Source: an optimization exercise on an open RTL-to-GDS flow (aim: small area, a short achievable clock period and few clock cycles per item). Production flows keep margins and buffers that such runs may drop. Only simulation tests tie the RTL to the original design; equivalence was not proved. No driver is modelled on the clock port, so clocking that relies on it looks cheaper here than on a real chip.

==> run Y: inputs <==
// axil_mem_subsys
module axil_mem_subsys (
  input  logic                  clk_i,
  input  logic                  rst_ni,
  input  logic                  req_i,
  output logic                  gnt_o,
  output logic                  rvalid_o,
  input  logic                  we_i,
  input  logic [(32 / 8)-1:0]   be_i,
  input  logic [32-1:0]   addr_i,
  input  logic [32-1:0]   wdata_i,
  output logic [32-1:0]   rdata_o,
  output logic                  err_o
);
==> flow/config.mk <==
export PLATFORM = sky130hd
export DESIGN_NAME = axil_mem_subsys
export DESIGN_NICKNAME = axil_mem_subsys
export VERILOG_FILES = /design/flow/design.v
export SDC_FILE = /design/flow/constraint.sdc
export NUM_CORES = 8
export LEC_CHECK = 0
export CAP_MARGIN = 40
export CORE_MARGIN = 2
export CORE_UTILIZATION = 60
export SETUP_SLACK_MARGIN = 4.5
export SLEW_MARGIN = 50
export SYNTH_HIERARCHICAL = 1
==> flow/constraint.sdc <==
create_clock -name core_clock -period 8.0 [get_ports {clk_i}]
set_input_delay 1.6000 -clock core_clock [delete_from_list [all_inputs] [get_ports {clk_i}]]
set_output_delay 1.6000 -clock core_clock [all_outputs]
set_load 0.01 [all_outputs]
standard.sh (not shown) runs the stock make flow with config.mk's settings and CLKGATE_MAP_FILE= SYNTH_SCRIPT=/design/flow/synth_recipe.tcl, a recipe that flattens the netlist after the stock synthesis.
==> flow/flow/run.sh <==
#!/bin/bash
# The standard layout (standard.sh) with a few ORFS variables changed:
# - REMOVE_ABC_BUFFERS=1: the floorplan step removes synthesis buffers instead
#   of repairing timing before placement, when the high-fanout nets have no
#   buffers yet and every path looks slow;
# - the port buffers are buf_4 (the buf family can be resized for timing);
# - CTS without dummy loads, with larger sink clusters;
# - more rounds of antenna repair after detailed routing.
# Each tool's output goes to run.log in the work folder; ORFS keeps a log per
# step under orfs/logs.
set -euo pipefail
cd "$(dirname "$0")/.."
bash standard.sh \
  REMOVE_ABC_BUFFERS=1 \
  "BUFFER_PORTS_ARGS=-buffer_cell sky130_fd_sc_hd__buf_4" \
  "CTS_ARGS=-sink_clustering_enable -repair_clock_nets -dont_use_dummy_load -sink_clustering_size 30 -sink_clustering_max_diameter 70" \
  MAX_REPAIR_ANTENNAS_ITER_DRT=12 \
  finish > run.log 2>&1
==> run D (differences from run Y) <==
--- a/flow/design.v
+++ b/flow/design.v
@@ -44,23 +44,16 @@
   input  logic [32-1:0] sel_n0,
   input  logic [32-1:0] sel_n1,
   input  logic [32-1:0] q0,
   input  logic [32-1:0] q1,
   output logic [32-1:0] y
 );
   assign y = ~((q0 | sel_n0) & (q1 | sel_n1));
 endmodule
-module vnand2 (
-  input  logic [32-1:0] a,
-  input  logic [32-1:0] b,
-  output logic [32-1:0] y
-);
-  assign y = ~(a & b);
-endmodule
 module vnand4 (
   input  logic [32-1:0] a,
   input  logic [32-1:0] b,
   input  logic [32-1:0] c,
   input  logic [32-1:0] d,
   output logic [32-1:0] y
 );
   assign y = ~(a & b & c & d);
@@ -90,35 +83,33 @@
   localparam int DW  = 32;
   localparam int BW  = (32 / 8);
   logic [NW*DW-1:0] mem_q;
   logic [NW*DW-1:0] mem_d;
   logic             p_q;
   logic             in_range;
   logic             wr;
   logic [DW-1:0]    wcol;      
-  logic [2*DW-1:0] part_d;    
-  logic [2*DW-1:0] part_q;
-  logic             inv_q;      
+  logic [DW-1:0]    rdata_q;
   logic             rvalid_q;
   logic             err_q;
   assign in_range = addr_i[15:10] == '0;
-  assign wr       = req_i & we_i & rst_ni;
+  assign wr       = req_i & we_i & rst_ni & in_range;
   logic [8-1:0]    lo;
   logic [32-1:0]    hi, hiw, hiw_n;
   logic [8*BW-1:0] lob_n;
   always_comb begin
     for (int k = 0; k < 8; k++) begin
       lo[k] = addr_i[4:2] == k[2:0];
       for (int b = 0; b < BW; b++) begin
         lob_n[k*BW+b] = ~(lo[k] & be_i[b]);
       end
     end
     for (int k = 0; k < 32; k++) begin
-      hi[k]    = in_range & (addr_i[9:5] == k[4:0]);
+      hi[k]    = addr_i[9:5] == k[4:0];
       hiw[k]   = hi[k] & wr;
       hiw_n[k] = ~hiw[k];
     end
     for (int i = 0; i < DW; i++) begin
       wcol[i] = be_i[i/8] ? (wdata_i[i] ^ p_q) : 1'b1;
     end
   end
   logic [NW-1:0]    sel_n;     
@@ -363,36 +354,31 @@
   vnor2 u_t4_0 (.a (t3[0*DW +: DW]), .b (t3[1*DW +: DW]), .y (t4[0*DW +: DW]));
   vnor2 u_t4_1 (.a (t3[2*DW +: DW]), .b (t3[3*DW +: DW]), .y (t4[1*DW +: DW]));
   vnor2 u_t4_2 (.a (t3[4*DW +: DW]), .b (t3[5*DW +: DW]), .y (t4[2*DW +: DW]));
   vnor2 u_t4_3 (.a (t3[6*DW +: DW]), .b (t3[7*DW +: DW]), .y (t4[3*DW +: DW]));
   vnor2 u_t4_4 (.a (t3[8*DW +: DW]), .b (t3[9*DW +: DW]), .y (t4[4*DW +: DW]));
   vnor2 u_t4_5 (.a (t3[10*DW +: DW]), .b (t3[11*DW +: DW]), .y (t4[5*DW +: DW]));
   vnor2 u_t4_6 (.a (t3[12*DW +: DW]), .b (t3[13*DW +: DW]), .y (t4[6*DW +: DW]));
   vnor2 u_t4_7 (.a (t3[14*DW +: DW]), .b (t3[15*DW +: DW]), .y (t4[7*DW +: DW]));
-  logic [4*DW-1:0] t5;
-  vnand2 u_t5_0 (.a (t4[0*DW +: DW]), .b (t4[1*DW +: DW]), .y (t5[0*DW +: DW]));
-  vnand2 u_t5_1 (.a (t4[2*DW +: DW]), .b (t4[3*DW +: DW]), .y (t5[1*DW +: DW]));
-  vnand2 u_t5_2 (.a (t4[4*DW +: DW]), .b (t4[5*DW +: DW]), .y (t5[2*DW +: DW]));
-  vnand2 u_t5_3 (.a (t4[6*DW +: DW]), .b (t4[7*DW +: DW]), .y (t5[3*DW +: DW]));
-  logic [2*DW-1:0] t6;
+  logic [2*DW-1:0] t5;
+  vnand4 u_t5_0 (.a (t4[0*DW +: DW]), .b (t4[1*DW +: DW]), .c (t4[2*DW +: DW]), .d (t4[3*DW +: DW]), .y (t5[0*DW +: DW]));
+  vnand4 u_t5_1 (.a (t4[4*DW +: DW]), .b (t4[5*DW +: DW]), .c (t4[6*DW +: DW]), .d (t4[7*DW +: DW]), .y (t5[1*DW +: DW]));
+  logic [1*DW-1:0] t6;
   vnor2 u_t6_0 (.a (t5[0*DW +: DW]), .b (t5[1*DW +: DW]), .y (t6[0*DW +: DW]));
-  vnor2 u_t6_1 (.a (t5[2*DW +: DW]), .b (t5[3*DW +: DW]), .y (t6[1*DW +: DW]));
-  assign part_d = {t6[1*DW +: DW], t6[0*DW +: DW]};
-  assign rd = ~(part_q[0*DW +: DW] & part_q[1*DW +: DW]);
+  assign rd = ~t6[0*DW +: DW];
   always_ff @(posedge clk_i) begin
-    part_q <= part_d;
-    inv_q  <= in_range & ~p_q;
+    rdata_q <= in_range ? (rd ^ {DW{~p_q}}) : '0;
   end
   always_ff @(posedge clk_i) begin
     if (!rst_ni) begin
       rvalid_q <= 1'b0;
       err_q    <= 1'b0;
     end else begin
       rvalid_q <= req_i;
       err_q    <= req_i & ~in_range;
     end
   end
   assign gnt_o    = req_i;
   assign rvalid_o = rvalid_q;
   assign err_o    = err_q;
-  assign rdata_o  = rd ^ {DW{inv_q}};
+  assign rdata_o  = rdata_q;
 endmodule
--- a/flow/flow/run.sh
+++ b/flow/flow/run.sh
@@ -8,11 +8,11 @@
 # - more rounds of antenna repair after detailed routing.
 # Each tool's output goes to run.log in the work folder; ORFS keeps a log per
 # step under orfs/logs.
 set -euo pipefail
 cd "$(dirname "$0")/.."
 bash standard.sh \
   REMOVE_ABC_BUFFERS=1 \
   "BUFFER_PORTS_ARGS=-buffer_cell sky130_fd_sc_hd__buf_4" \
-  "CTS_ARGS=-sink_clustering_enable -repair_clock_nets -dont_use_dummy_load -sink_clustering_size 30 -sink_clustering_max_diameter 70" \
+  "CTS_ARGS=-sink_clustering_enable -repair_clock_nets -dont_use_dummy_load -sink_clustering_size 30 -sink_clustering_max_diameter 80" \
   MAX_REPAIR_ANTENNAS_ITER_DRT=12 \
   finish > run.log 2>&1
Settings changed: CAP_MARGIN 40 to 20, SLEW_MARGIN 50 to 20.
==> run K (differences from run Y) <==
--- a/flow/design.v
+++ b/flow/design.v
@@ -44,23 +44,16 @@
   input  logic [32-1:0] sel_n0,
   input  logic [32-1:0] sel_n1,
   input  logic [32-1:0] q0,
   input  logic [32-1:0] q1,
   output logic [32-1:0] y
 );
   assign y = ~((q0 | sel_n0) & (q1 | sel_n1));
 endmodule
-module vnand2 (
-  input  logic [32-1:0] a,
-  input  logic [32-1:0] b,
-  output logic [32-1:0] y
-);
-  assign y = ~(a & b);
-endmodule
 module vnand4 (
   input  logic [32-1:0] a,
   input  logic [32-1:0] b,
   input  logic [32-1:0] c,
   input  logic [32-1:0] d,
   output logic [32-1:0] y
 );
   assign y = ~(a & b & c & d);
@@ -90,35 +83,33 @@
   localparam int DW  = 32;
   localparam int BW  = (32 / 8);
   logic [NW*DW-1:0] mem_q;
   logic [NW*DW-1:0] mem_d;
   logic             p_q;
   logic             in_range;
   logic             wr;
   logic [DW-1:0]    wcol;      
-  logic [2*DW-1:0] part_d;    
-  logic [2*DW-1:0] part_q;
-  logic             inv_q;      
+  logic [DW-1:0]    rdata_q;
   logic             rvalid_q;
   logic             err_q;
   assign in_range = addr_i[15:10] == '0;
-  assign wr       = req_i & we_i & rst_ni;
+  assign wr       = req_i & we_i & rst_ni & in_range;
   logic [8-1:0]    lo;
   logic [32-1:0]    hi, hiw, hiw_n;
   logic [8*BW-1:0] lob_n;
   always_comb begin
     for (int k = 0; k < 8; k++) begin
       lo[k] = addr_i[4:2] == k[2:0];
       for (int b = 0; b < BW; b++) begin
         lob_n[k*BW+b] = ~(lo[k] & be_i[b]);
       end
     end
     for (int k = 0; k < 32; k++) begin
-      hi[k]    = in_range & (addr_i[9:5] == k[4:0]);
+      hi[k]    = addr_i[9:5] == k[4:0];
       hiw[k]   = hi[k] & wr;
       hiw_n[k] = ~hiw[k];
     end
     for (int i = 0; i < DW; i++) begin
       wcol[i] = be_i[i/8] ? (wdata_i[i] ^ p_q) : 1'b1;
     end
   end
   logic [NW-1:0]    sel_n;     
@@ -363,36 +354,31 @@
   vnor2 u_t4_0 (.a (t3[0*DW +: DW]), .b (t3[1*DW +: DW]), .y (t4[0*DW +: DW]));
   vnor2 u_t4_1 (.a (t3[2*DW +: DW]), .b (t3[3*DW +: DW]), .y (t4[1*DW +: DW]));
   vnor2 u_t4_2 (.a (t3[4*DW +: DW]), .b (t3[5*DW +: DW]), .y (t4[2*DW +: DW]));
   vnor2 u_t4_3 (.a (t3[6*DW +: DW]), .b (t3[7*DW +: DW]), .y (t4[3*DW +: DW]));
   vnor2 u_t4_4 (.a (t3[8*DW +: DW]), .b (t3[9*DW +: DW]), .y (t4[4*DW +: DW]));
   vnor2 u_t4_5 (.a (t3[10*DW +: DW]), .b (t3[11*DW +: DW]), .y (t4[5*DW +: DW]));
   vnor2 u_t4_6 (.a (t3[12*DW +: DW]), .b (t3[13*DW +: DW]), .y (t4[6*DW +: DW]));
   vnor2 u_t4_7 (.a (t3[14*DW +: DW]), .b (t3[15*DW +: DW]), .y (t4[7*DW +: DW]));
-  logic [4*DW-1:0] t5;
-  vnand2 u_t5_0 (.a (t4[0*DW +: DW]), .b (t4[1*DW +: DW]), .y (t5[0*DW +: DW]));
-  vnand2 u_t5_1 (.a (t4[2*DW +: DW]), .b (t4[3*DW +: DW]), .y (t5[1*DW +: DW]));
-  vnand2 u_t5_2 (.a (t4[4*DW +: DW]), .b (t4[5*DW +: DW]), .y (t5[2*DW +: DW]));
-  vnand2 u_t5_3 (.a (t4[6*DW +: DW]), .b (t4[7*DW +: DW]), .y (t5[3*DW +: DW]));
-  logic [2*DW-1:0] t6;
+  logic [2*DW-1:0] t5;
+  vnand4 u_t5_0 (.a (t4[0*DW +: DW]), .b (t4[1*DW +: DW]), .c (t4[2*DW +: DW]), .d (t4[3*DW +: DW]), .y (t5[0*DW +: DW]));
+  vnand4 u_t5_1 (.a (t4[4*DW +: DW]), .b (t4[5*DW +: DW]), .c (t4[6*DW +: DW]), .d (t4[7*DW +: DW]), .y (t5[1*DW +: DW]));
+  logic [1*DW-1:0] t6;
   vnor2 u_t6_0 (.a (t5[0*DW +: DW]), .b (t5[1*DW +: DW]), .y (t6[0*DW +: DW]));
-  vnor2 u_t6_1 (.a (t5[2*DW +: DW]), .b (t5[3*DW +: DW]), .y (t6[1*DW +: DW]));
-  assign part_d = {t6[1*DW +: DW], t6[0*DW +: DW]};
-  assign rd = ~(part_q[0*DW +: DW] & part_q[1*DW +: DW]);
+  assign rd = ~t6[0*DW +: DW];
   always_ff @(posedge clk_i) begin
-    part_q <= part_d;
-    inv_q  <= in_range & ~p_q;
+    rdata_q <= in_range ? (rd ^ {DW{~p_q}}) : '0;
   end
   always_ff @(posedge clk_i) begin
     if (!rst_ni) begin
       rvalid_q <= 1'b0;
       err_q    <= 1'b0;
     end else begin
       rvalid_q <= req_i;
       err_q    <= req_i & ~in_range;
     end
   end
   assign gnt_o    = req_i;
   assign rvalid_o = rvalid_q;
   assign err_o    = err_q;
-  assign rdata_o  = rd ^ {DW{inv_q}};
+  assign rdata_o  = rdata_q;
 endmodule
--- a/flow/flow/run.sh
+++ b/flow/flow/run.sh
@@ -8,11 +8,11 @@
 # - more rounds of antenna repair after detailed routing.
 # Each tool's output goes to run.log in the work folder; ORFS keeps a log per
 # step under orfs/logs.
 set -euo pipefail
 cd "$(dirname "$0")/.."
 bash standard.sh \
   REMOVE_ABC_BUFFERS=1 \
   "BUFFER_PORTS_ARGS=-buffer_cell sky130_fd_sc_hd__buf_4" \
-  "CTS_ARGS=-sink_clustering_enable -repair_clock_nets -dont_use_dummy_load -sink_clustering_size 30 -sink_clustering_max_diameter 70" \
+  "CTS_ARGS=-sink_clustering_enable -repair_clock_nets -dont_use_dummy_load -sink_clustering_size 30 -sink_clustering_max_diameter 80" \
   MAX_REPAIR_ANTENNAS_ITER_DRT=12 \
   finish > run.log 2>&1
==> metrics.md <==
| Metric | Value |
|---|---|
| Data required time of the worst path | `8.94 ns` |
| Status | `timing/DRC/antenna clean` |
| Synth area leaders | `dfxtp_1, o22ai_1, nor2_1` |
| Clock buf/inv share | `0.0268` |
-- figures above: run D

==> metrics.md <==
| Metric | Value |
|---|---|
| Status | `timing/DRC/antenna clean` |
| Vias in the first global route | `226887` |
| Sequential cell count | `8227` |
| Clock buf/inv share | `0.0266` |
| Reg2reg start | `p_q` |
| Synth area leaders | `dfxtp_1, o22ai_1, nor2_1` |
| Data required time of the worst path | `8.92 ns` |
-- figures above: run K

==> metrics.md <==
| Metric | Value |
|---|---|
| Synth area leaders | `dfxtp_1, o22ai_1, nor2_1` |
| Worst hold slack | `0.444 ns` |
| Max layer used | `met5` |
| Status | `timing/DRC/antenna clean` |
| Max-slew violation count | `0` |
| Fin worst setup slack | `4.12 ns` |
| Clock buf/inv share | `0.0334` |
-- figures above: run Y

Testbench counts of run Y, summed over its fixed seeds: cycles 4,808, accesses 4,800.
Testbench counts of run D, summed over its fixed seeds: cycles 4,808, accesses 4,800.
Testbench counts of run K, summed over its fixed seeds: cycles 4,808, accesses 4,800.


==> run a: inputs <==
axil_mem_subsys, a different RTL version from the one above (not shown whole).
export LEC_CHECK = 0
export CAP_MARGIN = 20
export CORE_MARGIN = 2
export CORE_UTILIZATION = 60
export SETUP_SLACK_MARGIN = 4.8
export SLEW_MARGIN = 25
export SYNTH_HIERARCHICAL = 1
export TNS_END_PERCENT = 20
create_clock -name core_clock -period 8.0 [get_ports {clk_i}]
==> flow/flow/run.sh <==
#!/bin/bash
# The standard layout (standard.sh) with a few ORFS variables changed:
# - REMOVE_ABC_BUFFERS=1: the floorplan step removes synthesis buffers instead
#   of repairing timing before placement, when the high-fanout nets have no
#   buffers yet and every path looks slow;
# - the port buffers are buf_4 (the buf family can be resized for timing);
# - CTS without dummy loads, with larger sink clusters;
# - more rounds of antenna repair after detailed routing.
# Each tool's output goes to run.log in the work folder; ORFS keeps a log per
# step under orfs/logs.
set -euo pipefail
cd "$(dirname "$0")/.."
bash standard.sh \
  REMOVE_ABC_BUFFERS=1 \
  "BUFFER_PORTS_ARGS=-buffer_cell sky130_fd_sc_hd__buf_4" \
  "CTS_ARGS=-sink_clustering_enable -repair_clock_nets -dont_use_dummy_load -sink_clustering_size 30 -sink_clustering_max_diameter 90" \
  MAX_REPAIR_ANTENNAS_ITER_DRT=12 \
  finish > run.log 2>&1
==> inputs of run b, as changes to run a <==
==> flow/config.mk (replaced) <==
export PLATFORM = sky130hd
export DESIGN_NAME = axil_mem_subsys
export DESIGN_NICKNAME = axil_mem_subsys
export VERILOG_FILES = /design/flow/design.v
export SDC_FILE = /design/flow/constraint.sdc
export NUM_CORES = 8
export LEC_CHECK = 0
export CAP_MARGIN = 30
export CORE_MARGIN = 2
export CORE_UTILIZATION = 64
export SETUP_SLACK_MARGIN = 4.8
export SLEW_MARGIN = 35
export SYNTH_HIERARCHICAL = 1
==> inputs of run c, as changes to run a <==
--- a/flow/config.mk
+++ b/flow/config.mk
@@ -5,10 +5,10 @@
 export SDC_FILE = /design/flow/constraint.sdc
 export NUM_CORES = 8
 export LEC_CHECK = 0
-export CAP_MARGIN = 20
+export CAP_MARGIN = 30
 export CORE_MARGIN = 2
 export CORE_UTILIZATION = 60
+export PLACE_DENSITY = 0.72
 export SETUP_SLACK_MARGIN = 4.8
-export SLEW_MARGIN = 25
+export SLEW_MARGIN = 35
 export SYNTH_HIERARCHICAL = 1
-export TNS_END_PERCENT = 20
==> results.py <==
metrics = {
    "critical_path": {
        "slowest_stage": "dfxtp_2",
        "crit_path_start": "part_q[52]$_DFF_P_",
    },
    "global_routing": {
        "grt_pass1_wl_mm": 1410,
    },
    "timing": {
        "finalClockSkew_ns": 0.0514,
        "relSlewSlack": 0.171,
        "setup_slack_ns": 4.47,
    },
    "run_status": {
        "status": "timing/DRC/antenna clean",
    },
    "final_layout": {
        "nClkBuffers": 315,
    },
    "power_and_ir_drop": {
        "p_sw_mw": 15.5,
    },
}
(the above is from run a)
==> results.py <==
metrics = {
    "run_status": {
        "status": "timing/DRC/antenna clean",
    },
    "power_and_ir_drop": {
        "p_sw_mw": 15.4,
    },
    "timing": {
        "setup_slack_ns": 4.42,
        "relSlewSlack": 0.286,
        "finalClockSkew_ns": 0.0456,
    },
    "final_layout": {
        "nClkBuffers": 315,
    },
    "critical_path": {
        "slowest_stage": "dfxtp_4",
    },
}
(the above is from run b)
==> results.py <==
metrics = {
    "global_routing": {
        "grt_pass1_wl_mm": 1410,
    },
    "final_layout": {
        "nClkBuffers": 316,
    },
    "synth": {
        "synth_xor_area_frac": 0.00209,
    },
    "critical_path": {
        "slowest_stage": "dfxtp_4",
        "rrSetupSlack_ns": 5.09,
        "crit_path_start": "part_q[4]$_DFF_P_",
    },
    "timing": {
        "relSlewSlack": 0.239,
        "setup_slack_ns": 4.42,
        "finalClockSkew_ns": 0.0668,
    },
    "detailed_routing": {
        "routed.top_layer": "met5",
    },
    "run_status": {
        "status": "timing/DRC/antenna clean",
    },
}
(the above is from run c)
Testbench counts of run a, summed over its fixed seeds: cycles 4,808, accesses 4,800.
Testbench counts of run b, summed over its fixed seeds: cycles 4,808, accesses 4,800.
Testbench counts of run c, summed over its fixed seeds: cycles 4,808, accesses 4,800.

-- separate check: timing with driven ports --
How much do the figures lean on ideal ports? The routed layouts below were timed once more, with nothing changed but the port constraints. Step 1: set_driving_cell puts a clkbuf_16 on clk_i and a buf_2 on each other input, an assumption about the parent block. Step 2 times the ports against the registers' clock, not the clock port: input delays grow and output delays shrink by t, the midpoint of the rising clock arrivals with the driver on. Slacks: no drivers / after step 1 / after step 2; pairs: no drivers / after step 1.
run	shift t [ns]	setup slack, ns	hold slack, ns
run Y	1.158	4.116 / 3.992 / 2.907	0.444 / 0.444 / 0.444
run D	1.144	3.502 / 3.402 / 2.258	0.447 / 0.447 / 0.447
run K	1.151	3.520 / 3.417 / 2.266	0.448 / 0.448 / 0.448
run a	1.132	4.469 / 4.315 / 3.183	0.447 / 0.447 / 0.447
run b	1.139	4.423 / 4.300 / 3.333	0.446 / 0.446 / 0.446
run c	1.127	4.419 / 4.310 / 3.295	0.446 / 0.446 / 0.446
After both steps setup and hold are still met in every run listed. For run a, which loses most, drivers alone change the setup slack by -0.154 ns; drivers and shift together by -1.286 ns.
